This design comes from an exercise in tuning for small area, a short achievable clock period and few clock cycles on the open sky130 flow, not from production work.
Only simulation tests tie the RTL to the original design; equivalence was not proved.
No activity file was given, so power comes from the tool's default toggle rates.

==> flow/design.v (excerpt) <==
module sa_top #(
  parameter int ROWS = sa_pkg::ROWS,
  parameter int COLS = sa_pkg::COLS
) (
  input  logic                               clk,
  input  logic                               rst,
  input  logic [sa_pkg::AXIL_ADDR_W-1:0]     axil_awaddr,
  input  logic                               axil_awvalid,
  output logic                               axil_awready,
  input  logic [sa_pkg::AXIL_DATA_W-1:0]     axil_wdata,
  input  logic [3:0]                         axil_wstrb,
  input  logic                               axil_wvalid,
  output logic                               axil_wready,
  output logic [1:0]                         axil_bresp,
  output logic                               axil_bvalid,
  input  logic                               axil_bready,
  input  logic [sa_pkg::AXIL_ADDR_W-1:0]     axil_araddr,
  input  logic                               axil_arvalid,
  output logic                               axil_arready,
  output logic [sa_pkg::AXIL_DATA_W-1:0]     axil_rdata,
  output logic [1:0]                         axil_rresp,
  output logic                               axil_rvalid,
  input  logic                               axil_rready,
  input  logic [COLS-1:0][sa_pkg::W_IN-1:0]  k_data,
  input  logic                               k_last,
  input  logic                               k_valid,
  ...
==> flow/config.mk <==
export PLATFORM = sky130hd
export DESIGN_NAME = sa_top
export DESIGN_NICKNAME = sa_top
export VERILOG_FILES = /design/flow/design.v
export SDC_FILE = /design/flow/constraint.sdc
export NUM_CORES = 4
export LEC_CHECK = 0
export CAP_MARGIN = 20
export CORE_MARGIN = 2
export CORE_UTILIZATION = 40
export CTS_CLUSTER_DIAMETER = 140
export CTS_CLUSTER_SIZE = 24
export PLACE_DENSITY = 0.6
export SETUP_SLACK_MARGIN = 5
export SLEW_MARGIN = 20
export TNS_END_PERCENT = 5
==> flow/constraint.sdc <==
create_clock -name core_clock -period 10.5 [get_ports {clk}]
set_input_delay 2.1000 -clock core_clock [delete_from_list [all_inputs] [get_ports {clk}]]
set_output_delay 2.1000 -clock core_clock [all_outputs]
set_load 0.01 [all_outputs]
standard.sh (not shown) runs the stock make flow with config.mk's settings and CLKGATE_MAP_FILE= SYNTH_SCRIPT=/design/flow/synth_recipe.tcl, a recipe that flattens the netlist after the stock synthesis.
==> flow/flow/run.sh <==
#!/bin/bash
# The standard layout, with the smallest buffer on each input and output port
# (every port still gets its own buffer; the repair steps resize them where
# timing needs it). make's full output goes to standard.log.
set -euo pipefail
bash standard.sh "BUFFER_PORTS_ARGS=-buffer_cell sky130_fd_sc_hd__buf_1" finish > standard.log 2>&1
The starting point ran to the end with no violations.
Testbench counts at the start, summed over its fixed seeds: cycles 5,239.
Edit:
--- a/flow/design.v
+++ b/flow/design.v
@@ -397,30 +397,30 @@
   logic fs31, fc31; assign fs31 = fc2 ^ fs3 ^ fc26; assign fc31 = (fc2 & fs3) | (fc2 & fc26) | (fs3 & fc26);
   logic fs32, fc32; assign fs32 = fc20 ^ fs21 ^ fc27; assign fc32 = (fc20 & fs21) | (fc20 & fc27) | (fs21 & fc27);
   logic fs33, fc33; assign fs33 = fc22 ^ fs23 ^ fc28; assign fc33 = (fc22 & fs23) | (fc22 & fc28) | (fs23 & fc28);
   logic fs34, fc34; assign fs34 = fc14 ^ fs15 ^ fc29; assign fc34 = (fc14 & fs15) | (fc14 & fc29) | (fs15 & fc29);
   logic fs35, fc35; assign fs35 = base[16] ^ 1'b1 ^ fc30; assign fc35 = (base[16] & 1'b1) | (base[16] & fc30) | (1'b1 & fc30);
   logic fs36, fc36; assign fs36 = fs4 ^ fs17 ^ fc31; assign fc36 = (fs4 & fs17) | (fs4 & fc31) | (fs17 & fc31);
   logic fs37, fc37; assign fs37 = fs22 ^ fs28 ^ fc32; assign fc37 = (fs22 & fs28) | (fs22 & fc32) | (fs28 & fc32);
   logic fs38, fc38; assign fs38 = fc23 ^ fs24 ^ fc33; assign fc38 = (fc23 & fs24) | (fc23 & fc33) | (fs24 & fc33);
   logic fs39, fc39; assign fs39 = base[17] ^ 1'b1 ^ fc35; assign fc39 = (base[17] & 1'b1) | (base[17] & fc35) | (1'b1 & fc35);
-  logic hs40, hc40; assign hs40 = fc17 ^ fs18; assign hc40 = fc17 & fs18;
-  logic hs41, hc41; assign hs41 = fc18 ^ fs19; assign hc41 = fc18 & fs19;
-  logic hs42, hc42; assign hs42 = fs20 ^ fs27; assign hc42 = fs20 & fs27;
-  logic hs43, hc43; assign hs43 = base[18] ^ 1'b1; assign hc43 = base[18] & 1'b1;
-  logic hs44, hc44; assign hs44 = base[19] ^ 1'b1; assign hc44 = base[19] & 1'b1;
-  logic hs45, hc45; assign hs45 = base[20] ^ 1'b1; assign hc45 = base[20] & 1'b1;
-  logic hs46, hc46; assign hs46 = base[21] ^ 1'b1; assign hc46 = base[21] & 1'b1;
-  logic hs47, hc47; assign hs47 = base[22] ^ 1'b1; assign hc47 = base[22] & 1'b1;
-  logic hs48, hc48; assign hs48 = base[23] ^ 1'b1; assign hc48 = base[23] & 1'b1;
+  logic fs40, fc40; assign fs40 = fc17 ^ fs18 ^ fc36; assign fc40 = (fc17 & fs18) | (fc17 & fc36) | (fs18 & fc36);
+  logic fs41, fc41; assign fs41 = base[18] ^ 1'b1 ^ fc39; assign fc41 = (base[18] & 1'b1) | (base[18] & fc39) | (1'b1 & fc39);
+  logic fs42, fc42; assign fs42 = fc18 ^ fs19 ^ fc40; assign fc42 = (fc18 & fs19) | (fc18 & fc40) | (fs19 & fc40);
+  logic fs43, fc43; assign fs43 = base[19] ^ 1'b1 ^ fc41; assign fc43 = (base[19] & 1'b1) | (base[19] & fc41) | (1'b1 & fc41);
+  logic fs44, fc44; assign fs44 = fs20 ^ fs27 ^ fc42; assign fc44 = (fs20 & fs27) | (fs20 & fc42) | (fs27 & fc42);
+  logic fs45, fc45; assign fs45 = base[20] ^ 1'b1 ^ fc43; assign fc45 = (base[20] & 1'b1) | (base[20] & fc43) | (1'b1 & fc43);
+  logic fs46, fc46; assign fs46 = base[21] ^ 1'b1 ^ fc45; assign fc46 = (base[21] & 1'b1) | (base[21] & fc45) | (1'b1 & fc45);
+  logic fs47, fc47; assign fs47 = base[22] ^ 1'b1 ^ fc46; assign fc47 = (base[22] & 1'b1) | (base[22] & fc46) | (1'b1 & fc46);
+  logic fs48, fc48; assign fs48 = base[23] ^ 1'b1 ^ fc47; assign fc48 = (base[23] & 1'b1) | (base[23] & fc47) | (1'b1 & fc47);
   logic [23:0] ra, rb, lo;
-  assign ra = {hc47, hc46, hc45, hc44, hc43, hs43, fs39, fs35, fs30, fs25, fs34, fs29, fs38, fs33, fs37, hc42, hc41, hc40, hs40, fs36, fs31, fs26, fs16, fs1};
-  assign rb = {hs48, hs47, hs46, hs45, hs44, fc39, 1'b0, 1'b0, 1'b0, fc34, 1'b0, fc38, 1'b0, fc37, 1'b0, fs32, hs42, hs41, fc36, 1'b0, 1'b0, 1'b0, 1'b0, 1'b0};
+  assign ra = {fs48, fs47, fs46, fs45, fs43, fs41, fs39, fs35, fs30, fs25, fs34, fs29, fs38, fs33, fs37, fs32, fs44, fs42, fs40, fs36, fs31, fs26, fs16, fs1};
+  assign rb = {1'b0, 1'b0, 1'b0, 1'b0, 1'b0, 1'b0, 1'b0, 1'b0, 1'b0, fc34, 1'b0, fc38, 1'b0, fc37, 1'b0, fc44, 1'b0, 1'b0, 1'b0, 1'b0, 1'b0, 1'b0, 1'b0, 1'b0};
   logic [23:0] g0, p0;
   assign g0 = ra & rb; assign p0 = ra ^ rb;
   logic pg1; assign pg1 = g0[1] | (p0[1] & g0[0]);
   logic pp1; assign pp1 = p0[1] & p0[0];
   logic pg2; assign pg2 = g0[3] | (p0[3] & g0[2]);
   logic pp2; assign pp2 = p0[3] & p0[2];
   logic pg3; assign pg3 = g0[5] | (p0[5] & g0[4]);
   logic pp3; assign pp3 = p0[5] & p0[4];
   logic pg4; assign pg4 = g0[7] | (p0[7] & g0[6]);
After rerunning:
- die area drops by 4.6%
- non-clock buffer count decreases by 57
- routed wire length drops by 9.5%
- worst hold slack degrades by 0.015 ns
- first-iteration DRC count decreases by 11%
- final area went down by about 5.3%
Testbench counts after the change, summed over its fixed seeds: cycles 5,239.


## 06-27
Another version of the RTL of sa_top (not shown whole).
Size in the first run: about 5,800 cells after synthesis, ~690 flip-flops, roughly 370 I/O pins, ~62,000 um2 of cells after synthesis.
==> flow/config.mk <==
export PLATFORM = sky130hd
export DESIGN_NAME = sa_top
export DESIGN_NICKNAME = sa_top
export VERILOG_FILES = /design/flow/design.v
export SDC_FILE = /design/flow/constraint.sdc
export NUM_CORES = 4
export LEC_CHECK = 0
export CAP_MARGIN = 20
export CORE_MARGIN = 2
export CORE_UTILIZATION = 40
export CTS_CLUSTER_DIAMETER = 140
export CTS_CLUSTER_SIZE = 24
export PLACE_DENSITY = 0.6
export SETUP_SLACK_MARGIN = 5
export SLEW_MARGIN = 20
export TNS_END_PERCENT = 5
==> flow/constraint.sdc <==
create_clock -name core_clock -period 10.5 [get_ports {clk}]
set_input_delay 2.1000 -clock core_clock [delete_from_list [all_inputs] [get_ports {clk}]]
set_output_delay 2.1000 -clock core_clock [all_outputs]
set_load 0.01 [all_outputs]
Scripts as last shown in full above: flow/flow/run.sh
Testbench counts of 06-27, summed over its fixed seeds: cycles 5,239.
> inputs changed (06-27 -> 05-07)
--- a/flow/design.v
+++ b/flow/design.v
@@ -392,36 +392,36 @@
   logic fs26, fc26; assign fs26 = base[2] ^ fs2 ^ fc16; assign fc26 = (base[2] & fs2) | (base[2] & fc16) | (fs2 & fc16);
   logic fs27, fc27; assign fs27 = fc7 ^ fs8 ^ fc19; assign fc27 = (fc7 & fs8) | (fc7 & fc19) | (fs8 & fc19);
   logic fs28, fc28; assign fs28 = fc10 ^ fs11 ^ fc21; assign fc28 = (fc10 & fs11) | (fc10 & fc21) | (fs11 & fc21);
   logic fs29, fc29; assign fs29 = fc13 ^ fs14 ^ fc24; assign fc29 = (fc13 & fs14) | (fc13 & fc24) | (fs14 & fc24);
   logic fs30, fc30; assign fs30 = base[15] ^ 1'b1 ^ fc25; assign fc30 = (base[15] & 1'b1) | (base[15] & fc25) | (1'b1 & fc25);
   logic fs31, fc31; assign fs31 = fc2 ^ fs3 ^ fc26; assign fc31 = (fc2 & fs3) | (fc2 & fc26) | (fs3 & fc26);
   logic fs32, fc32; assign fs32 = fc20 ^ fs21 ^ fc27; assign fc32 = (fc20 & fs21) | (fc20 & fc27) | (fs21 & fc27);
   logic fs33, fc33; assign fs33 = fc22 ^ fs23 ^ fc28; assign fc33 = (fc22 & fs23) | (fc22 & fc28) | (fs23 & fc28);
   logic fs34, fc34; assign fs34 = fc14 ^ fs15 ^ fc29; assign fc34 = (fc14 & fs15) | (fc14 & fc29) | (fs15 & fc29);
   logic fs35, fc35; assign fs35 = base[16] ^ 1'b1 ^ fc30; assign fc35 = (base[16] & 1'b1) | (base[16] & fc30) | (1'b1 & fc30);
-  logic fs36, fc36; assign fs36 = fs4 ^ fs17 ^ fc31; assign fc36 = (fs4 & fs17) | (fs4 & fc31) | (fs17 & fc31);
-  logic fs37, fc37; assign fs37 = fs22 ^ fs28 ^ fc32; assign fc37 = (fs22 & fs28) | (fs22 & fc32) | (fs28 & fc32);
-  logic fs38, fc38; assign fs38 = fc23 ^ fs24 ^ fc33; assign fc38 = (fc23 & fs24) | (fc23 & fc33) | (fs24 & fc33);
-  logic fs39, fc39; assign fs39 = base[17] ^ 1'b1 ^ fc35; assign fc39 = (base[17] & 1'b1) | (base[17] & fc35) | (1'b1 & fc35);
-  logic fs40, fc40; assign fs40 = fc17 ^ fs18 ^ fc36; assign fc40 = (fc17 & fs18) | (fc17 & fc36) | (fs18 & fc36);
-  logic fs41, fc41; assign fs41 = base[18] ^ 1'b1 ^ fc39; assign fc41 = (base[18] & 1'b1) | (base[18] & fc39) | (1'b1 & fc39);
-  logic fs42, fc42; assign fs42 = fc18 ^ fs19 ^ fc40; assign fc42 = (fc18 & fs19) | (fc18 & fc40) | (fs19 & fc40);
-  logic fs43, fc43; assign fs43 = base[19] ^ 1'b1 ^ fc41; assign fc43 = (base[19] & 1'b1) | (base[19] & fc41) | (1'b1 & fc41);
-  logic hs44, hc44; assign hs44 = fs20 ^ fs27; assign hc44 = fs20 & fs27;
+  logic hs36, hc36; assign hs36 = fs4 ^ fs17; assign hc36 = fs4 & fs17;
+  logic hs37, hc37; assign hs37 = fc17 ^ fs18; assign hc37 = fc17 & fs18;
+  logic hs38, hc38; assign hs38 = fc18 ^ fs19; assign hc38 = fc18 & fs19;
+  logic hs39, hc39; assign hs39 = fs20 ^ fs27; assign hc39 = fs20 & fs27;
+  logic hs40, hc40; assign hs40 = fs22 ^ fs28; assign hc40 = fs22 & fs28;
+  logic hs41, hc41; assign hs41 = fc23 ^ fs24; assign hc41 = fc23 & fs24;
+  logic hs42, hc42; assign hs42 = base[17] ^ 1'b1; assign hc42 = base[17] & 1'b1;
+  logic hs43, hc43; assign hs43 = base[18] ^ 1'b1; assign hc43 = base[18] & 1'b1;
+  logic hs44, hc44; assign hs44 = base[19] ^ 1'b1; assign hc44 = base[19] & 1'b1;
   logic hs45, hc45; assign hs45 = base[20] ^ 1'b1; assign hc45 = base[20] & 1'b1;
   logic hs46, hc46; assign hs46 = base[21] ^ 1'b1; assign hc46 = base[21] & 1'b1;
   logic hs47, hc47; assign hs47 = base[22] ^ 1'b1; assign hc47 = base[22] & 1'b1;
   logic hs48, hc48; assign hs48 = base[23] ^ 1'b1; assign hc48 = base[23] & 1'b1;
   logic [23:0] ra, rb, lo;
-  assign ra = {hc47, hc46, hc45, hs45, fs43, fs41, fs39, fs35, fs30, fs25, fs34, fs29, fs38, fs33, fs37, hc44, hs44, fs42, fs40, fs36, fs31, fs26, fs16, fs1};
-  assign rb = {hs48, hs47, hs46, fc43, 1'b0, 1'b0, 1'b0, 1'b0, 1'b0, fc34, 1'b0, fc38, 1'b0, fc37, 1'b0, fs32, fc42, 1'b0, 1'b0, 1'b0, 1'b0, 1'b0, 1'b0, 1'b0};
+  assign ra = {hc47, hc46, hc45, hc44, hc43, hc42, hs42, fs35, fs30, fs25, fs34, hc41, hs41, hc40, hs40, hc39, hc38, hc37, hc36, hs36, fs31, fs26, fs16, fs1};
+  assign rb = {hs48, hs47, hs46, hs45, hs44, hs43, fc35, 1'b0, 1'b0, fc34, 1'b0, fs29, fc33, fs33, fc32, fs32, hs39, hs38, hs37, fc31, 1'b0, 1'b0, 1'b0, 1'b0};
   logic [23:0] g0, p0;
   assign g0 = ra & rb; assign p0 = ra ^ rb;
   logic pg1; assign pg1 = g0[1] | (p0[1] & g0[0]);
   logic pp1; assign pp1 = p0[1] & p0[0];
   logic pg2; assign pg2 = g0[3] | (p0[3] & g0[2]);
   logic pp2; assign pp2 = p0[3] & p0[2];
   logic pg3; assign pg3 = g0[5] | (p0[5] & g0[4]);
   logic pp3; assign pp3 = p0[5] & p0[4];
   logic pg4; assign pg4 = g0[7] | (p0[7] & g0[6]);
   logic pp4; assign pp4 = p0[7] & p0[6];
05-07 reports its slowest library cell on the worst path as sky130_fd_sc_hd__fa_1 while 06-27 reports sky130_fd_sc_hd__a2111o_1.
Diff 05-07 and 06-27: routed wire length higher in 05-07
Clock buffer count in the final layout in 05-07 is 8 higher than in 06-27
Diff 06-27 -> 05-07: core outline area went up, internal power summed over all cells went up, vias per cell went down, maximum clock frequency went up.
Testbench counts of 05-07, summed over its fixed seeds: cycles 5,239.


## the previous run
sa_top, a different RTL version from the one above (not shown whole).
Size: roughly 5600 cells after synthesis, ~690 flip-flops, about 370 I/O pins, ~60000 um^2 of cells after synthesis.
==> flow/design.v (excerpt) <==
module sa_top #(
  parameter int ROWS = sa_pkg::ROWS,
  parameter int COLS = sa_pkg::COLS
) (
  input  logic                               clk,
  input  logic                               rst,
  input  logic [sa_pkg::AXIL_ADDR_W-1:0]     axil_awaddr,
  input  logic                               axil_awvalid,
  output logic                               axil_awready,
  input  logic [sa_pkg::AXIL_DATA_W-1:0]     axil_wdata,
  input  logic [3:0]                         axil_wstrb,
  input  logic                               axil_wvalid,
  output logic                               axil_wready,
  output logic [1:0]                         axil_bresp,
  output logic                               axil_bvalid,
  input  logic                               axil_bready,
  input  logic [sa_pkg::AXIL_ADDR_W-1:0]     axil_araddr,
  input  logic                               axil_arvalid,
  output logic                               axil_arready,
  output logic [sa_pkg::AXIL_DATA_W-1:0]     axil_rdata,
  output logic [1:0]                         axil_rresp,
  output logic                               axil_rvalid,
  input  logic                               axil_rready,
  input  logic [COLS-1:0][sa_pkg::W_IN-1:0]  k_data,
  input  logic                               k_last,
  input  logic                               k_valid,
  output logic                               k_ready,
  input  logic [ROWS-1:0][sa_pkg::W_IN-1:0]  x_data,
  input  logic                               x_last,
  input  logic                               x_valid,
  output logic                               x_ready,
  input  logic [ROWS-1:0][sa_pkg::W_ACC-1:0] a_data,
  input  logic                               a_valid,
  output logic                               a_ready,
  output logic [ROWS-1:0][sa_pkg::W_ACC-1:0] y_data,
  output logic                               y_last,
  output logic                               y_valid,
  input  logic                               y_ready
);
Settings: LEC_CHECK=0, CAP_MARGIN=20, CORE_MARGIN=2, CORE_UTILIZATION=40, CTS_CLUSTER_DIAMETER=140, CTS_CLUSTER_SIZE=24, PLACE_DENSITY=0.6, SETUP_SLACK_MARGIN=5, SLEW_MARGIN=20, TNS_END_PERCENT=5; clock period 10.5 ns.
Scripts as last shown in full above: flow/flow/run.sh
The previous run closes out successfully: all stages finished, all timing, DRC and antenna checks passed.
Testbench counts of the previous run, summed over its fixed seeds: cycles 5,239.
Input-level comparison between the current run and the previous run:
-- flow/design.v --
<<< the previous run, line 406
  logic fs40, fc40; assign fs40 = fc17 ^ fs18 ^ fc36; assign fc40 = (fc17 & fs18) | (fc17 & fc36) | (fs18 & fc36);
  logic fs41, fc41; assign fs41 = base[18] ^ 1'b1 ^ fc39; assign fc41 = (base[18] & 1'b1) | (base[18] & fc39) | (1'b1 & fc39);
  logic fs42, fc42; assign fs42 = fc18 ^ fs19 ^ fc40; assign fc42 = (fc18 & fs19) | (fc18 & fc40) | (fs19 & fc40);
  logic fs43, fc43; assign fs43 = base[19] ^ 1'b1 ^ fc41; assign fc43 = (base[19] & 1'b1) | (base[19] & fc41) | (1'b1 & fc41);
  logic fs44, fc44; assign fs44 = fs20 ^ fs27 ^ fc42; assign fc44 = (fs20 & fs27) | (fs20 & fc42) | (fs27 & fc42);
  logic fs45, fc45; assign fs45 = base[20] ^ 1'b1 ^ fc43; assign fc45 = (base[20] & 1'b1) | (base[20] & fc43) | (1'b1 & fc43);
  logic hs46, hc46; assign hs46 = base[21] ^ 1'b1; assign hc46 = base[21] & 1'b1;
  logic hs47, hc47; assign hs47 = base[22] ^ 1'b1; assign hc47 = base[22] & 1'b1;
  logic hs48, hc48; assign hs48 = base[23] ^ 1'b1; assign hc48 = base[23] & 1'b1;
  logic [23:0] ra, rb, lo;
  assign ra = {hc47, hc46, hs46, fs45, fs43, fs41, fs39, fs35, fs30, fs25, fs34, fs29, fs38, fs33, fs37, fs32, fs44, fs42, fs40, fs36, fs31, fs26, fs16, fs1};
  assign rb = {hs48, hs47, fc45, 1'b0, 1'b0, 1'b0, 1'b0, 1'b0, 1'b0, fc34, 1'b0, fc38, 1'b0, fc37, 1'b0, fc44, 1'b0, 1'b0, 1'b0, 1'b0, 1'b0, 1'b0, 1'b0, 1'b0};
  logic [23:0] g0, p0;
  assign g0 = ra & rb; assign p0 = ra ^ rb;
>>> the current run, line 406
  logic fs40, fc40; assign fs40 = fc17 ^ fs18 ^ fc36; assign fc40 = (fc17 & fs18) | (fc17 & fc36) | (fs18 & fc36);
  logic fs41, fc41; assign fs41 = base[18] ^ 1'b1 ^ fc39; assign fc41 = (base[18] & 1'b1) | (base[18] & fc39) | (1'b1 & fc39);
  logic hs42, hc42; assign hs42 = fc18 ^ fs19; assign hc42 = fc18 & fs19;
  logic hs43, hc43; assign hs43 = fs20 ^ fs27; assign hc43 = fs20 & fs27;
  logic hs44, hc44; assign hs44 = base[19] ^ 1'b1; assign hc44 = base[19] & 1'b1;
  logic hs45, hc45; assign hs45 = base[20] ^ 1'b1; assign hc45 = base[20] & 1'b1;
  logic hs46, hc46; assign hs46 = base[21] ^ 1'b1; assign hc46 = base[21] & 1'b1;
  logic hs47, hc47; assign hs47 = base[22] ^ 1'b1; assign hc47 = base[22] & 1'b1;
  logic hs48, hc48; assign hs48 = base[23] ^ 1'b1; assign hc48 = base[23] & 1'b1;
  logic [23:0] ra, rb, lo;
  assign ra = {hc47, hc46, hc45, hc44, hs44, fs41, fs39, fs35, fs30, fs25, fs34, fs29, fs38, fs33, fs37, hc43, hc42, hs42, fs40, fs36, fs31, fs26, fs16, fs1};
  assign rb = {hs48, hs47, hs46, hs45, fc41, 1'b0, 1'b0, 1'b0, 1'b0, fc34, 1'b0, fc38, 1'b0, fc37, 1'b0, fs32, hs43, fc40, 1'b0, 1'b0, 1'b0, 1'b0, 1'b0, 1'b0};
  logic [23:0] g0, p0;
  assign g0 = ra & rb; assign p0 = ra ^ rb;
Notes after the runs:
- The current run: done, clean on timing, DRC and antenna
- Peak clock frequency supported by timing went up by a little under 10% going from the previous run to the current run.
- The current run and the previous run ended up with roughly the same share of the core filled with cells.
- Delta(final design instance area without fill, the current run - the previous run) > 0
- Looking only at non-clock buffer count, and setting everything else aside, the lower value of the current run and the previous run goes to the previous run.
- Compared with the previous run, in the current run area growth from synthesis to final layout went up, count of placed standard cells in the final layout, fillers left out went up.
Testbench counts of the current run, summed over its fixed seeds: cycles 5,239.

==> re-timing with driven ports <==
No port has a modelled driver above. Below, the same layouts with a new extraction and two added sets of constraints. Step 1 assumes that a clkbuf_16 drives the clock port and a buf_2 every other input. Step 2 times the ports against the registers' clock, not the clock port: input delays grow and output delays shrink by t, the midpoint of the rising clock arrivals with the driver on. Three values: no drivers, after step 1, after step 2; two values: the first two.
run | t, ns | setup WS [ns] | worst setup path after step 2 | slew at the worst register clock pin (ns) | worst slew at a driven data input, ns
the first run of note 1 | 0.739 | 4.859 / 4.763 / 4.024 | input to register | 0.12 / 0.12 | 0.22
the second run of note 1 | 0.727 | 4.440 / 4.469 / 3.742 | input to register | 0.11 / 0.11 | 0.22
06-27 | 0.722 | 4.672 / 4.619 / 3.896 | input to register | 0.12 / 0.12 | 0.24
05-07 | 0.740 | 4.936 / 4.884 / 4.144 | input to register | 0.12 / 0.12 | 0.21
the previous run | 0.718 | 4.437 / 4.354 / 3.636 | input to register | 0.11 / 0.11 | 0.27
the current run | 0.725 | 4.930 / 4.901 / 4.176 | input to register | 0.11 / 0.11 | 0.21
After both steps setup and hold are still met in every run listed. For the first run of note 1, which loses most, drivers alone change the setup slack by -0.096 ns; drivers and shift together by -0.835 ns.
